Background: an optimization exercise with open tools, aiming at a short achievable clock period and few clock cycles. Do not read the settings as production practice.
In this exercise RTL edits were held to simulation tests only and were not proved equivalent to the original.
Power figures rest on the tool's default switching activity, not on a simulated workload.

==> onyx <==
// cpu_top
module cpu_top #(
   parameter int IMEM_DEPTH = 256
) (
   input  logic         clk,
   input  logic         rst_n,
   input  logic         imem_we,
   input  logic [15:0]  imem_addr,
   input  logic [15:0]  imem_wdata,
   output logic         cyc,
   output logic         stb,
   output logic         we,
   output logic [15:0]  adr,
   output logic [15:0]  dat_w,
   input  logic [15:0]  dat_r,
   input  logic         ack,
   output logic         wb_we,
   output logic [2:0]   wb_rd,
   output logic [15:0]  wb_data,
   output logic         halted
);
Settings: LEC_CHECK=0, CAP_MARGIN=20, CORE_MARGIN=2, CORE_UTILIZATION=40, PLACE_DENSITY=0.6, SETUP_SLACK_MARGIN=3.2, SLEW_MARGIN=20; clock period 6.0 ns.
run.sh (not shown) runs the stock make flow with config.mk's settings and CLKGATE_MAP_FILE= SYNTH_SCRIPT=/design/flow/synth_recipe.tcl, a recipe that flattens the netlist after the stock synthesis.
==> inputs of sierra, as changes to onyx <==
--- a/flow/design.v
+++ b/flow/design.v
@@ -136,17 +136,32 @@
    logic [MQ_D-1:0]  mq_dp;
    logic [TQ_AW-1:0] mq_dtag [0:MQ_D-1];
    logic             o_we;
    logic [15:0]      o_adr;
    logic [15:0]      o_dat;
    logic [2:0]       o_rd;
    logic [TQ_AW-1:0] o_idx;
    logic             o_live;
+   logic [7:0]       o_rd_oh;      
    logic             halted_q;
+   logic             q_valid;
+   logic             q_done;
+   logic             q_live;
+   logic [2:0]       q_sel;
+   logic             q_sub;
+   logic [2:0]       q_rd;
+   logic [7:0]       q_rd_oh;      
+   logic [TQ_AW-1:0] q_idx;
+   logic [TQ_AW-1:0] q_tag;
+   logic             q_pa;
+   logic             q_pb;
+   logic [15:0]      q_a;
+   logic [15:0]      q_b;
+   logic [15:0]      q_res;
    always_ff @(posedge clk) begin
       if (imem_we) begin
          imem[imem_addr[7:0]] <= imem_wdata;
       end
    end
    logic [15:0] ev_rd, od_rd, imem_rd, imem_rd1;
    logic [15:0] ev_row [0:7];
    logic [15:0] od_row [0:7];
@@ -239,50 +254,72 @@
    always_comb begin
       for (int i = 0; i < 8; i++) begin
          ae_row[i] = a1_pc[7:5] == i;
          ao_row[i] = a_pc[7:5] == i;
          be_row[i] = b1_pc[7:5] == i;
          bo_row[i] = b_pc[7:5] == i;
       end
    end
-   logic e_anywr, kill_o;
+   logic kill_o;
    logic [MQ_D-1:0] kill_mq;
-   assign e_anywr = e_valid && (e_wr || e_ld);
-   assign kill_o  = e_anywr && e_rd == o_rd;
+   logic d_wr, kill_e, kill_q;
+   assign d_wr    = d_issue && writes;
+   assign kill_o  = d_wr && rd_i == o_rd;
+   assign kill_e  = d_wr && rd_i == e_rd;
+   assign kill_q  = d_wr && rd_i == q_rd;
    always_comb begin
       for (int k = 0; k < MQ_D; k++) begin
-         kill_mq[k] = e_anywr && e_rd == mq_rd[k];
+         kill_mq[k] = d_wr && rd_i == mq_rd[k];
       end
    end
+   logic        q_fire, q_ok;
+   logic [15:0] qa, qb, q_sum, q_alu;
+   assign q_fire = q_valid && !q_done && cyc && ack && !o_we && o_idx == q_tag;
+   assign q_ok   = q_done && q_live;
+   assign qa = q_pa ? dat_r : q_a;
+   assign qb = q_pb ? dat_r : q_b;
+   pfx_add #(.W(16)) q_add (.a(qa), .b(q_sub ? ~qb : qb), .cin(q_sub), .s(q_sum));
+   always_comb begin
+      case (q_sel)
+         3'd2:    q_alu = qa & qb;
+         3'd3:    q_alu = qa | qb;
+         3'd4:    q_alu = qa ^ qb;
+         default: q_alu = q_sum;
+      endcase
+   end
    logic ret, retok;
    assign ret   = cyc && ack && !o_we;
-   assign retok = ret && o_live && !kill_o;
+   assign retok = ret && o_live;
    logic [15:0] val_a, val_b, val_s;
    always_comb begin
       if (w_valid && w_rd == rs_i)      val_a = res_q;
       else if (retok && o_rd == rs_i)   val_a = dat_r;
+      else if (q_ok && q_rd == rs_i)    val_a = q_res;
       else                              val_a = regs[rs_i];
       if (w_valid && w_rd == rt_i)      val_b = res_q;
       else if (retok && o_rd == rt_i)   val_b = dat_r;
+      else if (q_ok && q_rd == rt_i)    val_b = q_res;
       else                              val_b = regs[rt_i];
       if (w_valid && w_rd == rd_i)      val_s = res_q;
       else if (retok && o_rd == rd_i)   val_s = dat_r;
+      else if (q_ok && q_rd == rd_i)    val_s = q_res;
       else                              val_s = regs[rd_i];
    end
    logic e_alu_wr;
    assign e_alu_wr = e_valid && e_wr;
    logic fa, fb, fs;
    assign fa = e_alu_wr && e_rd == rs_i;
    assign fb = e_alu_wr && e_rd == rt_i;
    assign fs = e_alu_wr && e_rd == rd_i;
    logic [7:0] pend_now;
    always_comb begin
-      pend_now = pend;
-      if (retok) pend_now[o_rd] = 1'b0;
+      for (int r = 0; r < 8; r++) begin
+         pend_now[r] = pend[r] && !(retok && o_rd_oh[r]) && !(q_ok && q_rd_oh[r]);
+      end
    end
    logic [TQ_AW:0] tq_cnt;
    logic [MQ_AW:0] mq_cnt;
    logic           tq_nf, mq_nf;
    assign tq_cnt = tq_tail - tq_head;
    assign mq_cnt = mq_tail - mq_head;
    always_ff @(posedge clk or negedge rst_n) begin
       if (!rst_n) begin
@@ -293,23 +330,29 @@
          mq_nf <= mq_cnt >= MQ_D - 2;
       end
    end
    logic rd_zero;
    always_comb begin
       if (fs)                           rd_zero = e_pz;
       else if (w_valid && w_rd == rd_i) rd_zero = res_q == 16'd0;
       else if (retok && o_rd == rd_i)   rd_zero = dat_r == 16'd0;
+      else if (q_ok && q_rd == rd_i)    rd_zero = q_res == 16'd0;
       else                              rd_zero = rz[rd_i];
    end
    logic raw, full, stall, d_issue, d_go, redirect;
    assign raw  = (uses_a && pend_now[rs_i]) || (uses_b && pend_now[rt_i]) ||
                  (is_cbr && (pend_now[rd_i] || (fs && !e_pz_ok)));
    assign full = (is_mem && mq_nf) || (writes && tq_nf);
-   assign stall    = raw || full || halt_seen;
+   logic pa, pb, to_q;
+   assign pa   = uses_a && pend_now[rs_i];
+   assign pb   = uses_b && pend_now[rt_i];
+   assign to_q = (is_r || is_addi) && !q_valid && (pa || pb) &&
+                 (pa && pb ? rs_i == rt_i : (pa ? !(is_r && fb) : !fa));
+   assign stall    = (raw && !to_q) || full || halt_seen;
    assign d_issue  = d_valid && !stall;
    assign d_go     = !d_valid || d_issue;
    assign redirect = is_jmp || (is_cbr && (rd_zero ^ is_bnez));
    logic [15:0] ea, eb, es, alu_out;
    assign ea = e_fa ? res_q : e_a;
    assign eb = e_fb ? res_q : e_b;
    assign es = e_fs ? res_q : e_s;
    logic [15:0] sum;
@@ -363,17 +406,17 @@
          d_nx <= imem_rd1;
          d_pc <= pc;
       end
    end
    always_ff @(posedge clk or negedge rst_n) begin
       if (!rst_n) begin
          e_valid <= 1'b0;
       end else begin
-         e_valid <= d_issue && to_e;
+         e_valid <= d_issue && to_e && !to_q;
       end
    end
    always_ff @(posedge clk) begin
       e_alu  <= alu_sel;
       e_sub  <= op == cpu_pkg::SUB;
       e_wr   <= writes && !is_ld;
       e_ld   <= is_ld;
       e_st   <= is_st;
@@ -393,34 +436,38 @@
    always_ff @(posedge clk or negedge rst_n) begin
       if (!rst_n) begin
          w_valid <= 1'b0;
          pend    <= 8'd0;
       end else begin
          w_valid <= e_alu_wr;
          for (int r = 0; r < 8; r++) begin
             if (d_issue && writes && rd_i == r) begin
-               pend[r] <= is_ld;
-            end else if (retok && o_rd == r) begin
+               pend[r] <= is_ld || to_q;
+            end else if ((retok && o_rd == r) || (q_ok && q_rd == r)) begin
                pend[r] <= 1'b0;
             end
          end
       end
    end
    always_ff @(posedge clk) begin
       if (d_issue && writes) begin
          ptag[rd_i] <= tq_tail[TQ_AW-1:0];
       end
       res_q <= alu_out;
       w_rd  <= e_rd;
       w_idx <= e_idx;
       if (retok) begin
          regs[o_rd] <= dat_r;
          rz[o_rd]   <= dat_r == 16'd0;
       end
+      if (q_ok) begin
+         regs[q_rd] <= q_res;
+         rz[q_rd]   <= q_res == 16'd0;
+      end
       if (w_valid) begin
          regs[w_rd] <= res_q;
          rz[w_rd]   <= res_q == 16'd0;
       end
    end
    logic [TQ_AW-1:0] tq_h;
    assign tq_h = tq_head[TQ_AW-1:0];
    always_ff @(posedge clk or negedge rst_n) begin
@@ -434,122 +481,174 @@
             tq_tail <= tq_tail + 1'b1;
          end
          if (w_valid) begin
             tq_rdy[w_idx] <= 1'b1;
          end
          if (ret) begin
             tq_rdy[o_idx] <= 1'b1;
          end
+         if (q_done) begin
+            tq_rdy[q_idx] <= 1'b1;
+         end
          wb_we <= tq_rdy[tq_h];
          if (tq_rdy[tq_h]) begin
             tq_rdy[tq_h] <= 1'b0;
             tq_head      <= tq_head + 1'b1;
          end
       end
    end
    always_ff @(posedge clk) begin
       if (w_valid) begin
          tq_rd[w_idx]   <= w_rd;
          tq_data[w_idx] <= res_q;
       end
       if (ret) begin
          tq_rd[o_idx]   <= o_rd;
          tq_data[o_idx] <= dat_r;
       end
+      if (q_done) begin
+         tq_rd[q_idx]   <= q_rd;
+         tq_data[q_idx] <= q_res;
+      end
       wb_rd   <= tq_rd[tq_h];
       wb_data <= tq_data[tq_h];
    end
    logic mq_empty, bus_free, mq_push;
    logic [MQ_AW-1:0] mq_h, mq_t;
    assign mq_h     = mq_head[MQ_AW-1:0];
    assign mq_t     = mq_tail[MQ_AW-1:0];
    assign mq_empty = mq_head == mq_tail;
    assign bus_free = !cyc || ack;
-   assign mq_push  = e_mem && !(bus_free && mq_empty);
+   assign mq_push  = e_mem && !(bus_free && mq_empty && e_ready);
    always_ff @(posedge clk or negedge rst_n) begin
       if (!rst_n) begin
          mq_head <= '0;
          mq_tail <= '0;
          cyc     <= 1'b0;
       end else begin
          if (mq_push) begin
             mq_tail <= mq_tail + 1'b1;
          end
          if (bus_free) begin
-            cyc <= !mq_empty || e_mem;
-            if (!mq_empty) begin
+            cyc <= mq_empty ? e_mem && e_ready : head_ready;
+            if (!mq_empty && head_ready) begin
                mq_head <= mq_head + 1'b1;
             end
          end
       end
    end
    always_ff @(posedge clk) begin
       for (int k = 0; k < MQ_D; k++) begin
          if (mq_push && mq_t == k) begin
-            mq_live[k] <= 1'b1;
+            mq_live[k] <= !kill_e;
          end else begin
             mq_live[k] <= mq_live[k] && !kill_mq[k];
          end
       end
       if (bus_free) begin
          if (!mq_empty) begin
             o_live <= mq_live[mq_h] && !kill_mq[mq_h];
          end else begin
-            o_live <= 1'b1;
+            o_live <= !kill_e;
          end
       end else begin
          o_live <= o_live && !kill_o;
       end
    end
    logic        e_dhit;
    logic [15:0] e_sdat;
    logic [MQ_D-1:0] mq_dhit;
-   assign e_dhit = e_dp && ret && o_idx == e_dtag;
-   assign e_sdat = e_dhit ? dat_r : es;
+   logic [15:0] e_cap;
+   logic [15:0] mq_cap [0:MQ_D-1];
+   logic e_ready, head_ready;
+   assign e_dhit = e_dp && ((ret && o_idx == e_dtag) || (q_done && q_idx == e_dtag));
+   assign e_cap  = (ret && o_idx == e_dtag) ? dat_r : q_res;
+   assign e_sdat = e_dhit ? e_cap : es;
+   assign e_ready = !(e_st && e_dp) || e_dhit;
    always_comb begin
       for (int k = 0; k < MQ_D; k++) begin
-         mq_dhit[k] = mq_dp[k] && ret && o_idx == mq_dtag[k];
+         mq_dhit[k] = mq_dp[k] && ((ret && o_idx == mq_dtag[k]) ||
+                                   (q_done && q_idx == mq_dtag[k]));
+         mq_cap[k]  = (ret && o_idx == mq_dtag[k]) ? dat_r : q_res;
       end
    end
+   assign head_ready = !mq_dp[mq_h] || mq_dhit[mq_h];
    always_ff @(posedge clk) begin
       for (int k = 0; k < MQ_D; k++) begin
          if (mq_push && mq_t == k) begin
             mq_we[k]   <= e_st;
             mq_adr[k]  <= alu_out;
             mq_dat[k]  <= e_sdat;
             mq_rd[k]   <= e_rd;
             mq_idx[k]  <= e_idx;
             mq_dp[k]   <= e_st && e_dp && !e_dhit;
             mq_dtag[k] <= e_dtag;
          end else if (mq_dhit[k]) begin
-            mq_dat[k]  <= dat_r;
+            mq_dat[k]  <= mq_cap[k];
             mq_dp[k]   <= 1'b0;
          end
       end
       if (bus_free) begin
          if (!mq_empty) begin
             o_we  <= mq_we[mq_h];
             o_adr <= mq_adr[mq_h];
-            o_dat <= mq_dhit[mq_h] ? dat_r : mq_dat[mq_h];
+            o_dat <= mq_dhit[mq_h] ? mq_cap[mq_h] : mq_dat[mq_h];
             o_rd  <= mq_rd[mq_h];
+            for (int r = 0; r < 8; r++) o_rd_oh[r] <= mq_rd[mq_h] == r;
             o_idx <= mq_idx[mq_h];
          end else begin
             o_we  <= e_st;
             o_adr <= alu_out;
             o_dat <= e_sdat;
             o_rd  <= e_rd;
+            for (int r = 0; r < 8; r++) o_rd_oh[r] <= e_rd == r;
             o_idx <= e_idx;
          end
       end
    end
    assign stb   = cyc;
    assign we    = o_we;
    assign adr   = o_adr;
    assign dat_w = o_dat;
+   logic q_issue;
+   assign q_issue = d_issue && to_q;
+   always_ff @(posedge clk or negedge rst_n) begin
+      if (!rst_n) begin
+         q_valid  <= 1'b0;
+         q_done   <= 1'b0;
+      end else begin
+         if (q_issue) begin
+            q_valid <= 1'b1;
+         end else if (q_done) begin
+            q_valid <= 1'b0;
+         end
+         q_done <= q_fire;
+      end
+   end
+   always_ff @(posedge clk) begin
+      if (!q_valid) begin
+         q_live <= 1'b1;
+         q_sel  <= alu_sel;
+         q_sub  <= op == cpu_pkg::SUB;
+         q_rd   <= rd_i;
+         for (int r = 0; r < 8; r++) q_rd_oh[r] <= rd_i == r;
+         q_idx  <= tq_tail[TQ_AW-1:0];
+         q_tag  <= pa ? ptag[rs_i] : ptag[rt_i];
+         q_pa   <= pa;
+         q_pb   <= pb;
+         q_a    <= val_a;
+         q_b    <= is_r ? val_b : imm;
+      end else if (kill_q) begin
+         q_live <= 1'b0;
+      end
+      if (q_fire) begin
+         q_res <= q_alu;
+      end
+   end
    always_ff @(posedge clk or negedge rst_n) begin
       if (!rst_n) begin
          halted_q <= 1'b0;
       end else if (halt_seen && tq_head == tq_tail && mq_empty && !e_mem && bus_free) begin
          halted_q <= 1'b1;
       end
    end
    assign halted = halted_q;
Settings changed: CORE_UTILIZATION 40 to 45, PLACE_DENSITY 0.6 to 0.65.
==> qor summary <==
metric	onyx	sierra
Slew at the pin with the worst max-slew slack	1.260 ns	1.376 ns
Share of post-route cells with drive strength above 1	39.11%	35.12%
CTS buffer count	546	558
Number of filler cells placed in the layout	42520	37400
R2R cell count	10	12
Xor and xnor fraction of the mapped netlist area	0.8577%	1.115%
Initial cell density of the core	40.16%	45.12%
Placed Area	226900 sq um	240200 sq um
Sequential cell area in the final layout	154700 sq um	157600 sq um
Post-synth net total	11010	13090
Synthesized cell area	214000 sq um	227700 sq um
Clock network fraction of design power	39.0%	45.2%
Wire length on met1	238400 um	259700 um
Length of routed met3 wiring	44540 um	72400 um
Count of TritonRoute iterations in the first routing pass	9	13
Power of the sequential group	41300 uW	40500 uW
Cell row count	268	261
Multi-input gate area in the final layout	61870 sq um	73380 sq um
Compound-cell area share of the yosys netlist	2.948%	4.382%
Flip-flop and latch count	5201	5304
Final Core Density	48.64%	55.01%
Slowest CP cell	sky130_fd_sc_hd__a222oi_1	sky130_fd_sc_hd__a22oi_2
Number of clock-tree buffers in the layout	693	714
Run status	complete, no violations	complete, no violations
Testbench counts of onyx, summed over its fixed seeds: cycles 40,720.
Testbench counts of sierra, summed over its fixed seeds: cycles 38,618.

[re-timing with driven ports]
No port has a modelled driver above. Below, the same layouts with a new extraction and two added sets of constraints.
Step 1, drivers: a clkbuf_16 drives clk and a buf_2 each remaining input, both assumed.
Step 2 times the ports against the registers' clock, not the clock port: input delays grow and output delays shrink by t, the midpoint of the rising clock arrivals with the driver on.
Slacks: no drivers / after step 1 / after step 2; pairs: no drivers / after step 1.
run	t (ns)	setup WS [ns]	worst setup path at the end	cell pins on the clock port's net
onyx	1.161	2.285 / 2.285 / 1.576	input to register	1
sierra	1.200	2.301 / 2.301 / 1.210	input to register	1
After both steps setup and hold are still met in every run listed. For sierra, which loses most, drivers alone change the setup slack by 0.000 ns; drivers and shift together by -1.091 ns.
